This is an optimization exercise on Yosys and OpenROAD, whose aim is small area, not a production implementation. RTL that was checked went through simulation tests only; none was proved equivalent to the original. Power and IR drop assume default switching activity.

## run C
// matrix_alu
module matrix_alu (
    input  logic        clk,
    input  logic        reset,
    input  logic        start,
    input  logic [2:0]  op,
    input  logic [15:0] a,
    input  logic [15:0] b,
    input  logic [3:0]  scalar,
    output logic [35:0] result,
    output logic [8:0]  det,
    output logic        singular,
    output logic        done
);
clock: 8.0 ns
lec_check: 0
cap_margin: 20
core_margin: 2
core_utilization: 40
slew_margin: 20
synth_hierarchical: 1
standard.sh (not shown) runs the stock make flow with config.mk's settings and CLKGATE_MAP_FILE= SYNTH_SCRIPT=/design/flow/synth_recipe.tcl, a recipe that flattens the netlist after the stock synthesis.
==> flow/flow/run.sh <==
#!/bin/bash
set -euo pipefail
cd "$(dirname "$0")/.."
export BUFFER_PORTS_ARGS="-buffer_cell sky130_fd_sc_hd__buf_1"
export CTS_ARGS="-sink_clustering_enable -sink_clustering_size 40 -sink_clustering_max_diameter 300 -repair_clock_nets -buf_list sky130_fd_sc_hd__clkbuf_8 -root_buf sky130_fd_sc_hd__clkbuf_8 -dont_use_dummy_load"
bash standard.sh > standard.log 2>&1
Modified inputs, run X compared to run C
- PLACE_DENSITY: unset -> 0.75
- CORE_UTILIZATION: 40 -> 60
==> flow/flow/run.sh <==
#!/bin/bash
set -euo pipefail
cd "$(dirname "$0")/.."
export BUFFER_PORTS_ARGS="-buffer_cell sky130_fd_sc_hd__buf_1"
export CTS_ARGS="-sink_clustering_enable -repair_clock_nets -buf_list sky130_fd_sc_hd__clkbuf_4 -dont_use_dummy_load"
bash standard.sh > standard.log 2>&1
[summary]
Run X against run C: final cell count without fillers now sits lower; area of the die now sits lower; leakage power total now sits at about the same level.
Function was not checked in any run of this note: the RTL went through the layout flow alone.

Another version of the RTL of matrix_alu (not shown whole).
Size: roughly 560 cells after synthesis, about 36 flip-flops, ~89 I/O pins, roughly 5300 µm² of cells after synthesis.
==> flow/config.mk <==
export PLATFORM = sky130hd
export DESIGN_NAME = matrix_alu
export DESIGN_NICKNAME = matrix_alu
export VERILOG_FILES = /design/flow/design.v
export SDC_FILE = /design/flow/constraint.sdc
export NUM_CORES = 4
export LEC_CHECK = 0
export CAP_MARGIN = 20
export CORE_MARGIN = 2
export CORE_UTILIZATION = 40
export SLEW_MARGIN = 20
export SYNTH_HIERARCHICAL = 1
==> flow/constraint.sdc <==
create_clock -name core_clock -period 8.0 [get_ports {clk}]
set_input_delay 1.6000 -clock core_clock [delete_from_list [all_inputs] [get_ports {clk}]]
set_output_delay 1.6000 -clock core_clock [all_outputs]
set_load 0.01 [all_outputs]
==> flow/flow/run.sh <==
#!/bin/bash
set -euo pipefail
cd "$(dirname "$0")/.."
export BUFFER_PORTS_ARGS="-buffer_cell sky130_fd_sc_hd__buf_1"
export CTS_ARGS="-sink_clustering_enable -sink_clustering_size 10 -sink_clustering_max_diameter 50 -sink_clustering_levels 1 -repair_clock_nets -buf_list sky130_fd_sc_hd__clkbuf_4 -root_buf sky130_fd_sc_hd__clkbuf_8 -dont_use_dummy_load"
export GLOBAL_PLACEMENT_ARGS="-keep_resize_below_overflow 0"
bash standard.sh > standard.log 2>&1
Change:
==> flow/flow/run.sh (replaced) <==
#!/bin/bash
set -euo pipefail
cd "$(dirname "$0")/.."
export BUFFER_PORTS_ARGS="-buffer_cell sky130_fd_sc_hd__buf_1"
export CTS_ARGS="-sink_clustering_enable -repair_clock_nets -buf_list sky130_fd_sc_hd__clkbuf_8 -root_buf sky130_fd_sc_hd__clkbuf_8 -dont_use_dummy_load"
export GLOBAL_PLACEMENT_ARGS="-keep_resize_below_overflow 0"
bash standard.sh > standard.log 2>&1
Area after synthesis does not change.
Worst setup slack does not change.
Count of clock-buffer cells in the layout does not change.
Power does not change.
Cell count stays the same.
Sequential cell count stays the same.
Routed wire length does not change.
Design area is unchanged.
Die area is unchanged.
First-iteration DRC count stays the same.

== job 5091 ==
RTL: one of the versions met above, not the one the previous note started from.
Size: about 36 flip-flops, ~0.0057 mm² of cells after synthesis.
Settings: LEC_CHECK=0, CAP_MARGIN=20, CORE_MARGIN=2, CORE_UTILIZATION=40, SLEW_MARGIN=20, SYNTH_HIERARCHICAL=1; clock period 8.0 ns.
==> flow/flow/run.sh <==
#!/bin/bash
set -euo pipefail
cd "$(dirname "$0")/.."
export BUFFER_PORTS_ARGS="-buffer_cell sky130_fd_sc_hd__buf_1"
export CTS_ARGS="-sink_clustering_enable -repair_clock_nets -buf_list sky130_fd_sc_hd__clkbuf_4 -dont_use_dummy_load"
bash standard.sh > standard.log 2>&1
Looking at the reports, job 5091 completed the entire flow and the layout it produced met the timing, DRC and antenna checks.
The following lists how job 2780 was set up differently from job 5091:
--- a/flow/flow/run.sh
+++ b/flow/flow/run.sh
@@ -4,3 +4,4 @@
 export BUFFER_PORTS_ARGS="-buffer_cell sky130_fd_sc_hd__buf_1"
 export CTS_ARGS="-sink_clustering_enable -repair_clock_nets -buf_list sky130_fd_sc_hd__clkbuf_4 -dont_use_dummy_load"
+export GLOBAL_PLACEMENT_ARGS="-keep_resize_below_overflow 0"
 bash standard.sh > standard.log 2>&1
Results
Job 2780 finished every stage and its layout cleared the timing, DRC and antenna checks. Post-place setup slack down 0.14 ns in job 2780 wrt job 5091. On area growth from synthesis to layout, job 2780 tracks job 5091 almost exactly. On sequential share of layout area, job 2780 and job 5091 are basically level. Total length of routed met3 wires delta for job 2780 relative to job 5091: about 40% higher. Endpoint of the worst setup timing path: result[9] -> job 5091, result[7] -> job 2780. Relative to job 5091, power share of the combinational group decreased by 0.4 points in job 2780.
No run of this note included a check of the RTL's function; only the layout flow was run.

-- port drivers added, routing unchanged --
The results above use ideal ports. As a check the final layouts listed here were re-extracted and re-timed, cells and wires unchanged.
Step 1 assumes that a clkbuf_16 drives the clock port and a buf_2 every other input.
Step 2, shift: input delay + t, output delay - t, t = (earliest + latest rising clock arrival at the registers) / 2. This alone moves slack from input paths to output paths.
Slacks: ideal / step 1 / step 2; pairs: ideal / step 1.
run	shift t [ns]	slack for setup (ns)	worst hold slack (ns)	worst setup path at the end	slew at the worst register clock pin (ns)
run C	0.294	0.626 / 0.604 / 0.898	0.573 / 0.573 / 0.573	register to output	0.08 / 0.08
run X	0.334	0.451 / 0.431 / 0.765	0.586 / 0.586 / 0.586	register to output	0.11 / 0.11
the first run of note 2	0.303	0.644 / 0.617 / 0.920	0.559 / 0.559 / 0.559	register to output	0.08 / 0.08
the second run of note 2	0.303	0.644 / 0.617 / 0.920	0.559 / 0.559 / 0.559	register to output	0.08 / 0.08
job 5091	0.344	0.540 / 0.520 / 0.864	0.575 / 0.575 / 0.575	register to output	0.11 / 0.11
job 2780	0.340	0.365 / 0.342 / 0.682	0.579 / 0.579 / 0.579	register to output	0.10 / 0.10
After both steps every run listed still meets setup and hold.
